Source: an optimization exercise on an open RTL-to-GDS flow (aim: small area). Production flows keep margins and buffers that such runs may drop. Function was checked by simulation only, so behaviour that the tests miss may differ from the original.

==> design/flow/design.v <==
`timescale 1ns/1ps
`default_nettype none
module recip_divider #(
    parameter int IWL = 5,
    parameter int FWL = 15
) (
    input  wire                       clk,
    input  wire                       rst_n,
    input  wire signed [IWL+FWL-1:0]  divisor_in,
    output logic signed [IWL+FWL-1:0] recip_out
);
    localparam int RECIP_LATENCY = 6;
    localparam int WL    = IWL + FWL;
    localparam int QBITS = WL - 1;
    localparam int STEPS = RECIP_LATENCY + 1;
    localparam int BPS   = (QBITS + STEPS - 1) / STEPS;
    localparam logic [WL-1:0] SAT_LIMIT = WL'(1) << (FWL - IWL + 1);
    localparam logic [WL-1:0] REM_INIT  = WL'(1) << (FWL - IWL + 2);
    localparam logic signed [WL-1:0] MAX_POS = {1'b0, {(WL-1){1'b1}}};
    localparam logic signed [WL-1:0] MIN_NEG = {1'b1, {(WL-1){1'b0}}};
    logic [WL-1:0]                       mag;
    logic                                sign_in;
    logic                                sat_in;
    logic [STEPS-1:0][WL-1:0]            rem_in;
    logic [STEPS-1:0][WL-1:0]            rem_c;
    logic [STEPS-1:0][WL-1:0]            dvs_in;
    logic [STEPS-1:0][QBITS-1:0]         quo_in;
    logic [STEPS-1:0][QBITS-1:0]         quo_c;
    logic [RECIP_LATENCY-1:0][WL-1:0]    rem_q;
    logic [RECIP_LATENCY-1:0][WL-1:0]    dvs_q;
    logic [RECIP_LATENCY-1:0][QBITS-1:0] quo_q;
    logic [RECIP_LATENCY-1:0]            sign_q;
    logic [RECIP_LATENCY-1:0]            sat_q;
    logic signed [WL-1:0]                quo_ext;
    logic [WL-1:0]                       rem;
    logic [QBITS-1:0]                    quo;
    assign sign_in = divisor_in[WL-1];
    assign mag     = sign_in ? -divisor_in : divisor_in;
    assign sat_in  = (mag <= SAT_LIMIT);
    always_comb begin
        rem_in[0] = REM_INIT;
        quo_in[0] = '0;
        dvs_in[0] = mag;
        for (int s = 1; s < STEPS; s++) begin
            rem_in[s] = rem_q[s-1];
            quo_in[s] = quo_q[s-1];
            dvs_in[s] = dvs_q[s-1];
        end
        rem = '0;
        quo = '0;
        for (int s = 0; s < STEPS; s++) begin
            rem = rem_in[s];
            quo = quo_in[s];
            for (int b = QBITS - 1; b >= 0; b--) begin
                if ((QBITS - 1 - b) / BPS == s) begin
                    if (rem >= dvs_in[s]) begin
                        rem    = rem - dvs_in[s];
                        quo[b] = 1'b1;
                    end
                    rem = rem << 1;
                end
            end
            rem_c[s] = rem;
            quo_c[s] = quo;
        end
    end
    always_ff @(posedge clk or negedge rst_n) begin
        if (!rst_n) begin
            rem_q  <= '0;
            quo_q  <= '0;
            dvs_q  <= '0;
            sign_q <= '0;
            sat_q  <= '0;
        end else begin
            for (int s = 0; s < RECIP_LATENCY; s++) begin
                rem_q[s] <= rem_c[s];
                quo_q[s] <= quo_c[s];
                dvs_q[s] <= dvs_in[s];
            end
            sign_q <= {sign_q[RECIP_LATENCY-2:0], sign_in};
            sat_q  <= {sat_q[RECIP_LATENCY-2:0], sat_in};
        end
    end
    assign quo_ext = {1'b0, quo_c[STEPS-1]};
    always_comb begin
        case ({sat_q[RECIP_LATENCY-1], sign_q[RECIP_LATENCY-1]})
            2'b00:   recip_out = quo_ext;
            2'b01:   recip_out = -quo_ext;
            2'b10:   recip_out = MAX_POS;
            default: recip_out = MIN_NEG;
        endcase
    end
endmodule
`default_nettype wire
`timescale 1ns/1ps
`default_nettype none
module row_capture #(
    parameter int IWL = 5,
    parameter int FWL = 15
) (
    input  wire                             clk,
    input  wire                             rst_n,
    input  wire                             in_valid,
    input  wire signed [IWL+FWL-1:0]        row1_data,
    input  wire signed [IWL+FWL-1:0]        row2_data,
    input  wire signed [IWL+FWL-1:0]        row3_data,
    input  wire signed [IWL+FWL-1:0]        row4_data,
    output logic [3:0][IWL+FWL-1:0]         diag_recip,
    output logic [5:0][IWL+FWL-1:0]         off_diag,
    output logic [3:0][IWL+FWL-1:0]         z,
    output logic                            sys_valid
);
    localparam int RECIP_LATENCY = 6;
    localparam int WL  = IWL + FWL;
    localparam int TAP = RECIP_LATENCY - 1;
    localparam logic [3:0] BEAT_R11        = 4'd0;
    localparam logic [3:0] BEAT_R12        = 4'd1;
    localparam logic [3:0] BEAT_R13_R22    = 4'd2;
    localparam logic [3:0] BEAT_R14_R23    = 4'd3;
    localparam logic [3:0] BEAT_Z1_R24_R33 = 4'd4;
    localparam logic [3:0] BEAT_Z2_R34     = 4'd5;
    localparam logic [3:0] BEAT_Z3_R44     = 4'd6;
    localparam logic [3:0] BEAT_Z4         = 4'd7;
    localparam logic [3:0] BEAT_IDLE       = 4'd8;
    logic [3:0]                               beat_q;
    logic [3:0]                               beat_now;
    logic [3:0]                               beat_d;
    logic [RECIP_LATENCY-1:0][3:0]            beat_dly;
    logic [3:0][WL-1:0]                       lane_in;
    logic [RECIP_LATENCY-1:0][3:0][WL-1:0]    lane_dly;
    logic signed [WL-1:0]                     div_in;
    logic signed [WL-1:0]                     recip;
    logic [3:0][WL-1:0]                       recip_q;
    logic [5:0][WL-1:0]                       off_q;
    logic [2:0][WL-1:0]                       z_q;
    always_ff @(posedge clk or negedge rst_n) begin
        if (!rst_n) begin
            beat_q <= BEAT_IDLE;
        end else if (in_valid) begin
            beat_q <= BEAT_R12;
        end else if (beat_q == BEAT_Z4 || beat_q == BEAT_IDLE) begin
            beat_q <= BEAT_IDLE;
        end else begin
            beat_q <= beat_q + 4'd1;
        end
    end
    assign beat_now = in_valid ? BEAT_R11 : beat_q;
    assign lane_in = {row4_data, row3_data, row2_data, row1_data};
    always_comb begin
        case (beat_now)
            BEAT_R11:        div_in = lane_in[0];
            BEAT_R13_R22:    div_in = lane_in[1];
            BEAT_Z1_R24_R33: div_in = lane_in[2];
            BEAT_Z3_R44:     div_in = lane_in[3];
            default:         div_in = '0;
        endcase
    end
    recip_divider #(.IWL(IWL), .FWL(FWL)) u_recip (
        .clk        (clk),
        .rst_n      (rst_n),
        .divisor_in (div_in),
        .recip_out  (recip)
    );
    always_ff @(posedge clk or negedge rst_n) begin
        if (!rst_n) begin
            beat_dly <= {RECIP_LATENCY{BEAT_IDLE}};
            lane_dly <= '0;
        end else begin
            beat_dly[0] <= beat_now;
            lane_dly[0] <= lane_in;
            for (int i = 1; i < RECIP_LATENCY; i++) begin
                beat_dly[i] <= beat_dly[i-1];
                lane_dly[i] <= lane_dly[i-1];
            end
        end
    end
    assign beat_d = beat_dly[TAP];
    always_ff @(posedge clk or negedge rst_n) begin
        if (!rst_n) begin
            recip_q <= '0;
            off_q   <= '0;
            z_q     <= '0;
        end else begin
            case (beat_d)
                BEAT_R11:     recip_q[0] <= recip;
                BEAT_R12:     off_q[0] <= lane_dly[TAP][0];
                BEAT_R13_R22: begin
                    off_q[1]   <= lane_dly[TAP][0];
                    recip_q[1] <= recip;
                end
                BEAT_R14_R23: begin
                    off_q[2] <= lane_dly[TAP][0];
                    off_q[3] <= lane_dly[TAP][1];
                end
                BEAT_Z1_R24_R33: begin
                    z_q[0]     <= lane_dly[TAP][0];
                    off_q[4]   <= lane_dly[TAP][1];
                    recip_q[2] <= recip;
                end
                BEAT_Z2_R34: begin
                    z_q[1]   <= lane_dly[TAP][1];
                    off_q[5] <= lane_dly[TAP][2];
                end
                BEAT_Z3_R44: begin
                    z_q[2]     <= lane_dly[TAP][2];
                    recip_q[3] <= recip;
                end
                default: ;
            endcase
        end
    end
    assign diag_recip = recip_q;
    assign off_diag   = off_q;
    assign z          = {lane_dly[TAP][3], z_q[2], z_q[1], z_q[0]};
    assign sys_valid  = (beat_d == BEAT_Z4);
endmodule
`default_nettype wire
`timescale 1ns/1ps
`default_nettype none
module back_sub_pipeline #(
    parameter int IWL = 5,
    parameter int FWL = 15
) (
    input  wire                       clk,
    input  wire                       rst_n,
    input  wire [3:0][IWL+FWL-1:0]    sys_diag_recip,
    input  wire [5:0][IWL+FWL-1:0]    sys_off_diag,
    input  wire [3:0][IWL+FWL-1:0]    sys_z,
    input  wire                       sys_sys_valid,
    output logic                      out_valid,
    output logic signed [IWL+FWL-1:0] x1,
    output logic signed [IWL+FWL-1:0] x2,
    output logic signed [IWL+FWL-1:0] x3,
    output logic signed [IWL+FWL-1:0] x4
);
    localparam int SOLVE_LATENCY = 7;
    localparam int WL = IWL + FWL;
    function automatic logic signed [WL-1:0] fx_mul(input logic signed [WL-1:0] a,
                                                    input logic signed [WL-1:0] b);
        logic signed [2*WL-1:0] prod;
        prod = a * b;
        fx_mul = prod[WL+FWL-1:FWL];
    endfunction
    logic [SOLVE_LATENCY-1:0] valid_sr;
    logic signed [WL-1:0] s1_rc11, s1_rc22, s1_rc33, s1_r12, s1_r13, s1_r14, s1_r23;
    logic signed [WL-1:0] s1_r24, s1_r34, s1_z1, s1_z2, s1_z3, s1_x4;
    logic signed [WL-1:0] s2_rc11, s2_rc22, s2_rc33, s2_r12, s2_r13, s2_r23;
    logic signed [WL-1:0] s2_x4r14, s2_x4r24, s2_z1, s2_z2, s2_d3, s2_x4;
    logic signed [WL-1:0] s3_rc11, s3_rc22, s3_r12, s3_r13, s3_r23, s3_x4r14;
    logic signed [WL-1:0] s3_x4r24, s3_z1, s3_z2, s3_x4, s3_x3;
    logic signed [WL-1:0] s4_rc11, s4_rc22, s4_r12, s4_x4r14, s4_x4r24;
    logic signed [WL-1:0] s4_z1, s4_x3r13, s4_d2, s4_x4, s4_x3;
    logic signed [WL-1:0] s5_rc11, s5_r12, s5_x4r14, s5_z1, s5_x3r13, s5_x4, s5_x3, s5_x2;
    logic signed [WL-1:0] s6_rc11, s6_x4r14, s6_d1, s6_x4, s6_x3, s6_x2;
    always_ff @(posedge clk or negedge rst_n) begin
        if (!rst_n) begin
            valid_sr <= '0;
            {s1_rc11, s1_rc22, s1_rc33, s1_r12, s1_r13, s1_r14, s1_r23} <= '0;
            {s1_r24, s1_r34, s1_z1, s1_z2, s1_z3, s1_x4} <= '0;
            {s2_rc11, s2_rc22, s2_rc33, s2_r12, s2_r13, s2_r23} <= '0;
            {s2_x4r14, s2_x4r24, s2_z1, s2_z2, s2_d3, s2_x4} <= '0;
            {s3_rc11, s3_rc22, s3_r12, s3_r13, s3_r23, s3_x4r14} <= '0;
            {s3_x4r24, s3_z1, s3_z2, s3_x4, s3_x3} <= '0;
            {s4_rc11, s4_rc22, s4_r12, s4_x4r14, s4_x4r24} <= '0;
            {s4_z1, s4_x3r13, s4_d2, s4_x4, s4_x3} <= '0;
            {s5_rc11, s5_r12, s5_x4r14, s5_z1, s5_x3r13, s5_x4, s5_x3, s5_x2} <= '0;
            {s6_rc11, s6_x4r14, s6_d1, s6_x4, s6_x3, s6_x2} <= '0;
            {x1, x2, x3, x4} <= '0;
        end else begin
            valid_sr <= {valid_sr[SOLVE_LATENCY-2:0], sys_sys_valid};
            s1_rc11 <= sys_diag_recip[0];
            s1_rc22 <= sys_diag_recip[1];
            s1_rc33 <= sys_diag_recip[2];
            s1_r12  <= sys_off_diag[0];
            s1_r13  <= sys_off_diag[1];
            s1_r14  <= sys_off_diag[2];
            s1_r23  <= sys_off_diag[3];
            s1_r24  <= sys_off_diag[4];
            s1_r34  <= sys_off_diag[5];
            s1_z1   <= sys_z[0];
            s1_z2   <= sys_z[1];
            s1_z3   <= sys_z[2];
            s1_x4   <= fx_mul(sys_diag_recip[3], sys_z[3]);
            s2_rc11  <= s1_rc11;
            s2_rc22  <= s1_rc22;
            s2_rc33  <= s1_rc33;
            s2_r12   <= s1_r12;
            s2_r13   <= s1_r13;
            s2_r23   <= s1_r23;
            s2_x4r14 <= fx_mul(s1_x4, s1_r14);
            s2_x4r24 <= fx_mul(s1_x4, s1_r24);
            s2_z1    <= s1_z1;
            s2_z2    <= s1_z2;
            s2_d3    <= s1_z3 - fx_mul(s1_x4, s1_r34);
            s2_x4    <= s1_x4;
            s3_rc11  <= s2_rc11;
            s3_rc22  <= s2_rc22;
            s3_r12   <= s2_r12;
            s3_r13   <= s2_r13;
            s3_r23   <= s2_r23;
            s3_x4r14 <= s2_x4r14;
            s3_x4r24 <= s2_x4r24;
            s3_z1    <= s2_z1;
            s3_z2    <= s2_z2;
            s3_x4    <= s2_x4;
            s3_x3    <= fx_mul(s2_rc33, s2_d3);
            s4_rc11  <= s3_rc11;
            s4_rc22  <= s3_rc22;
            s4_r12   <= s3_r12;
            s4_x4r14 <= s3_x4r14;
            s4_x4r24 <= s3_x4r24;
            s4_z1    <= s3_z1;
            s4_x3r13 <= fx_mul(s3_x3, s3_r13);
            s4_d2    <= s3_z2 - fx_mul(s3_x3, s3_r23);
            s4_x4    <= s3_x4;
            s4_x3    <= s3_x3;
            s5_rc11  <= s4_rc11;
            s5_r12   <= s4_r12;
            s5_x4r14 <= s4_x4r14;
            s5_z1    <= s4_z1;
            s5_x3r13 <= s4_x3r13;
            s5_x4    <= s4_x4;
            s5_x3    <= s4_x3;
            s5_x2    <= fx_mul(s4_rc22, s4_d2 - s4_x4r24);
            s6_rc11  <= s5_rc11;
            s6_x4r14 <= s5_x4r14;
            s6_d1    <= s5_z1 - s5_x3r13 - fx_mul(s5_x2, s5_r12);
            s6_x4    <= s5_x4;
            s6_x3    <= s5_x3;
            s6_x2    <= s5_x2;
            if (valid_sr[SOLVE_LATENCY-2]) begin
                x1 <= fx_mul(s6_d1 - s6_x4r14, s6_rc11);
                x2 <= s6_x2;
                x3 <= s6_x3;
                x4 <= s6_x4;
            end
        end
    end
    assign out_valid = valid_sr[SOLVE_LATENCY-1];
endmodule
`default_nettype wire
`timescale 1ns/1ps
`default_nettype none
module back_sub_top #(
    parameter int IWL = 5,
    parameter int FWL = 15
) (
    input  wire                       clk,
    input  wire                       rst_n,
    input  wire                       in_valid,
    input  wire signed [IWL+FWL-1:0]  row1_data,
    input  wire signed [IWL+FWL-1:0]  row2_data,
    input  wire signed [IWL+FWL-1:0]  row3_data,
    input  wire signed [IWL+FWL-1:0]  row4_data,
    output logic                      out_valid,
    output logic signed [IWL+FWL-1:0] x1,
    output logic signed [IWL+FWL-1:0] x2,
    output logic signed [IWL+FWL-1:0] x3,
    output logic signed [IWL+FWL-1:0] x4
);
    localparam int WL = IWL + FWL;
    logic [3:0][WL-1:0] sys_diag_recip;
    logic [5:0][WL-1:0] sys_off_diag;
    logic [3:0][WL-1:0] sys_z;
    logic               sys_sys_valid;
    row_capture #(.IWL(IWL), .FWL(FWL)) u_capture (
        .clk       (clk),
        .rst_n     (rst_n),
        .in_valid  (in_valid),
        .row1_data (row1_data),
        .row2_data (row2_data),
        .row3_data (row3_data),
        .row4_data (row4_data),
        .diag_recip(sys_diag_recip),
        .off_diag  (sys_off_diag),
        .z         (sys_z),
        .sys_valid (sys_sys_valid)
    );
    back_sub_pipeline #(.IWL(IWL), .FWL(FWL)) u_solver (
        .clk       (clk),
        .rst_n     (rst_n),
        .sys_diag_recip(sys_diag_recip),
        .sys_off_diag  (sys_off_diag),
        .sys_z         (sys_z),
        .sys_sys_valid (sys_sys_valid),
        .out_valid (out_valid),
        .x1        (x1),
        .x2        (x2),
        .x3        (x3),
        .x4        (x4)
    );
endmodule
`default_nettype wire
==> design/flow/run.sh <==
#!/bin/bash
# synth_recipe.tcl (not shown) runs the flow's synth.tcl, then flattens the netlist and writes it again
# the make line also repeats each setting of config.mk as NAME=value (left out here)
make -C /OpenROAD-flow-scripts/flow DESIGN_CONFIG=/design/flow/config.mk WORK_HOME=/design/flow/orfs CLKGATE_MAP_FILE= SYNTH_SCRIPT=/design/flow/synth_recipe.tcl finish
==> design/flow/config.mk <==
export PLATFORM = sky130hd
export DESIGN_NAME = back_sub_top
export DESIGN_NICKNAME = back_sub_top
export VERILOG_FILES = /design/flow/design.v
export SDC_FILE = /design/flow/constraint.sdc
export NUM_CORES = 4
export LEC_CHECK = 0
export CAP_MARGIN = 20
export CORE_MARGIN = 2
export CORE_UTILIZATION = 40
export SLEW_MARGIN = 20
==> design/flow/constraint.sdc <==
create_clock -name core_clock -period 12.0 [get_ports {clk}]
set_input_delay 2.4000 -clock core_clock [delete_from_list [all_inputs] [get_ports {clk}]]
set_output_delay 2.4000 -clock core_clock [all_outputs]
set_load 0.01 [all_outputs]
==> impl_metrics.toml <==
[outcome]
status = "finished clean"

[timing]
fmax_ghz = 0.0939
finalHoldViolCount = 0
fin_skew_ps = 95.0
maxSlewViolCount = 0
setup_viol = 0
whs_ps = 312
rsz0062_at_grt = "no"
min_period_over_period_pct = 88.7
worstMarginPinSlew_ps = 1250
period_minus_slack_ps = 10650
setup_ws_ps = 1350
relSlewSlack_pct = 16.2
setup-tns-final_ps = 0

[synth]
async_flop_share_pct = 100
synthMostInstantiatedCell = "inv_1"
synth_top_flop_cell = "dfrtp_1"
yosysSeqAreaShare_pct = 27.1
yosysWarnings = 3
synth_area_leaders = "fa_1 (34%), dfrtp_1 (27%), ha_1 (8.2%), inv_1 (7.0%), nand2_1 (4.9%)"
synth-seq-cells = 2364
synth-edff-count = 0
synth_top_area_cell = "fa_1"
synth_common_cells = "inv_1 (4079), fa_1 (3738), nand2_1 (2874), dfrtp_1 (2357), ha_1 (1430)"
synth_cell_types = 110
syn-cell-area_um2 = 218000
synth_top_area_share_pct = 34.3
syn_inst = 20798
post_synth.cell_area_avg_um2 = 10.5

[grt]
overflow = 0
grt_pass1_wl_mm = 897
grt_util_met1_pct = 28.9
grt_max_degree = 191
use_met3_pct = 2.93
top_usage_layer = "met2"
use_met2_pct = 34.5
grt_antenna_before_repair = 62
grt_usage_pct = 21.0
grt_pass1_vias = 151245

[critical_path]
cp_common_cell = "o21ai_0"
worst-path-max-fanout = 22
crit_arrival_ps = 11470
path_class = "register to register"
cp-start-kind = "register"
cp_data_required_time_ps = 12820
cpPeakStageDelay_ps = 810
cp_slowest_cell = "o21ai_2"
setup.worst_path.end_class = "register"

[floorplanning]
die_w_um = 743
io_pins = 164
fp.dieH_um = 743
core_um2 = 544000
initial_core_util_pct = 40.1
die-area_um2 = 552000
rows = 271

[flow_run]
drv_cap = 0

[clock_tree]
path_clk_slew_ps = 60
htreeDepth = 5
cts_sinks = 2364
tritoncts = "yes"
clock_path_buffers = 4
postCtsSetupBuffers = 0
numCtsBuffers = 262
clock_latency_ps = 970
cts_resized = 0
root_buffer = "clkbuf_16"
hold_buffers = 0

[placement]
dp_slack_ps = 554
placedCellCount = 27676
placed_area_um2 = 229000
gp_congestion = 0.890
hpwl_mm = 440
port-buffer-count = 163

[layout]
postLayoutCoreUtil_pct = 43.8
fin_nets = 25959
stdcell_area_um2 = 238000
syn_to_final_growth_pct = 9.01
drive_above_1_share_pct = 6.60
fill_cells = 51401
final_cells = 28192

[detailed_routing]
drc = 0
ant_nets = 0
drtIter0Drc = 9470
via_per_inst = 4.97
drtPass1Iterations = 7
finalWirelength_mm = 566
wl_per_cell_um = 20.1
vias = 140084

[worst_hold_path]
hp-class = "register to register"
[worst max-delay path: cells and delay by family (launching register included)]
family / cells / cell delay (ps)
buf+inv: 4 / 1000
compound gates: 25 / 6760
simple gates: 1 / 240
mux: 3 / 850
flops: 1 / 520
fa+ha+maj: 3 / 1080
[registers in the layout, indices dropped and copies added (netlist names), 24 cells and up]
register / count
u_capture.beat_dly: 24
u_capture.lane_dly: 480
u_capture.off_q: 120
u_capture.recip_q: 80
u_capture.u_recip.dvs_q: 120
u_capture.u_recip.quo_q: 63
u_capture.u_recip.rem_q: 114
u_capture.z_q: 60
[area by class of cell]
cell class                      instances  area, um2  share of cell area [%]
Timing Repair Buffer                  530       4580                    1.92
Antenna cell                           46        115                  0.0483
Sequential cell                      2364      59200                    24.9
Tap cell                             7234       9050                    3.80
Multi-Input combinational cell      13467     141000                    59.2
Inverter                             4083      15300                    6.44
Clock buffer                          335       7210                    3.03
Clock inverter                        133       1790                   0.750
[final timing paths]
kind / start / end / slack, ps / cells past startpoint
setup / recovery: u_capture.u_recip.dvs_q[60]$_DFF_PN0_ / u_capture.u_recip.rem_q[98]$_DFF_PN0_ / 1350 / 36
hold / removal: u_solver.s1_rc33[1]$_DFF_PN0_ / u_solver.s2_rc33[1]$_DFF_PN0_ / 310 / 0
setup reg to reg: u_capture.u_recip.dvs_q[60]$_DFF_PN0_ / u_capture.u_recip.rem_q[98]$_DFF_PN0_ / 1350 / 36
hold reg to reg: u_solver.s1_rc33[1]$_DFF_PN0_ / u_solver.s2_rc33[1]$_DFF_PN0_ / 310 / 0
max in group asynchronous: rst_n / u_solver.s4_x3[3]$_DFF_PN0_ / 8040 / 4
min in group asynchronous: rst_n / u_solver.s5_x3r13[4]$_DFF_PN0_ / 1400 / 1
[per-layer routing]
metal | vias to the layer above | routed length [um]
li1 | 62340 | -
met3 | 809 | 32400
met5 | - | 11
met1 | 73097 | 246000
met2 | 3836 | 267000
met4 | 2 | 19700
[kinds of logic after synthesis]
family	Yosys count	share of synthesized area, %
DFF	2364	27.1
adders and majority gates	5168	42.4
xor gates and xnor gates	720	2.92
and+or+nand+nor	5638	12.3
buffers and inverters	4969	8.57
muxes	440	2.25
AOI/OAI and AO/OA	1498	4.45
other	1	0.00172
[layout by cell type (no fill, tap or decap), types with 145 or more instances in the layout]
| cell type | n |
|---|---|
| o21ai_0 | 348 |
| and2_1 | 1422 |
| dfrtp_1 | 2336 |
| mux2_2 | 405 |
| xnor2_1 | 506 |
| a21oi_1 | 388 |
| buf_4 | 352 |
| nand2b_1 | 212 |
| inv_1 | 4079 |
| ha_1 | 1430 |
| nand2_1 | 2874 |
| nor3_1 | 145 |
| clkbuf_16 | 263 |
| nor2_1 | 469 |
| xor2_1 | 194 |
| clkdlybuf4s50_1 | 162 |
| a21o_1 | 193 |
| fa_1 | 3738 |

-- static timing again, ports no longer ideal --
In the flow no input, the clock included, has a driving cell. The finished layout below was timed again as built, in two steps. Step 1 (the two cells are an assumption about what drives the block):
set clk [get_ports {clk}]
set_driving_cell -lib_cell sky130_fd_sc_hd__clkbuf_16 $clk
set_driving_cell -lib_cell sky130_fd_sc_hd__buf_2 [delete_from_list [all_inputs] $clk]
Step 2 moves the port delays by t, midway between the first and last clock arrival at a register: inputs arrive t later, outputs are due t later. That takes back most of the time a late clock gives input paths. Slacks: no drivers / after step 1 / after step 2; pairs: no drivers / after step 1.
t (ns): 1.042
setup WS [ns]: 1.351 / 1.351 / 0.506
worst setup path after step 2: input to register
worst data-port slew with drivers (ns): 0.09
pins driven straight from the clock port: 1
After both steps setup and hold are still met in this run. The setup slack of this run moves by 0.000 ns with the drivers and by -0.845 ns with both steps.
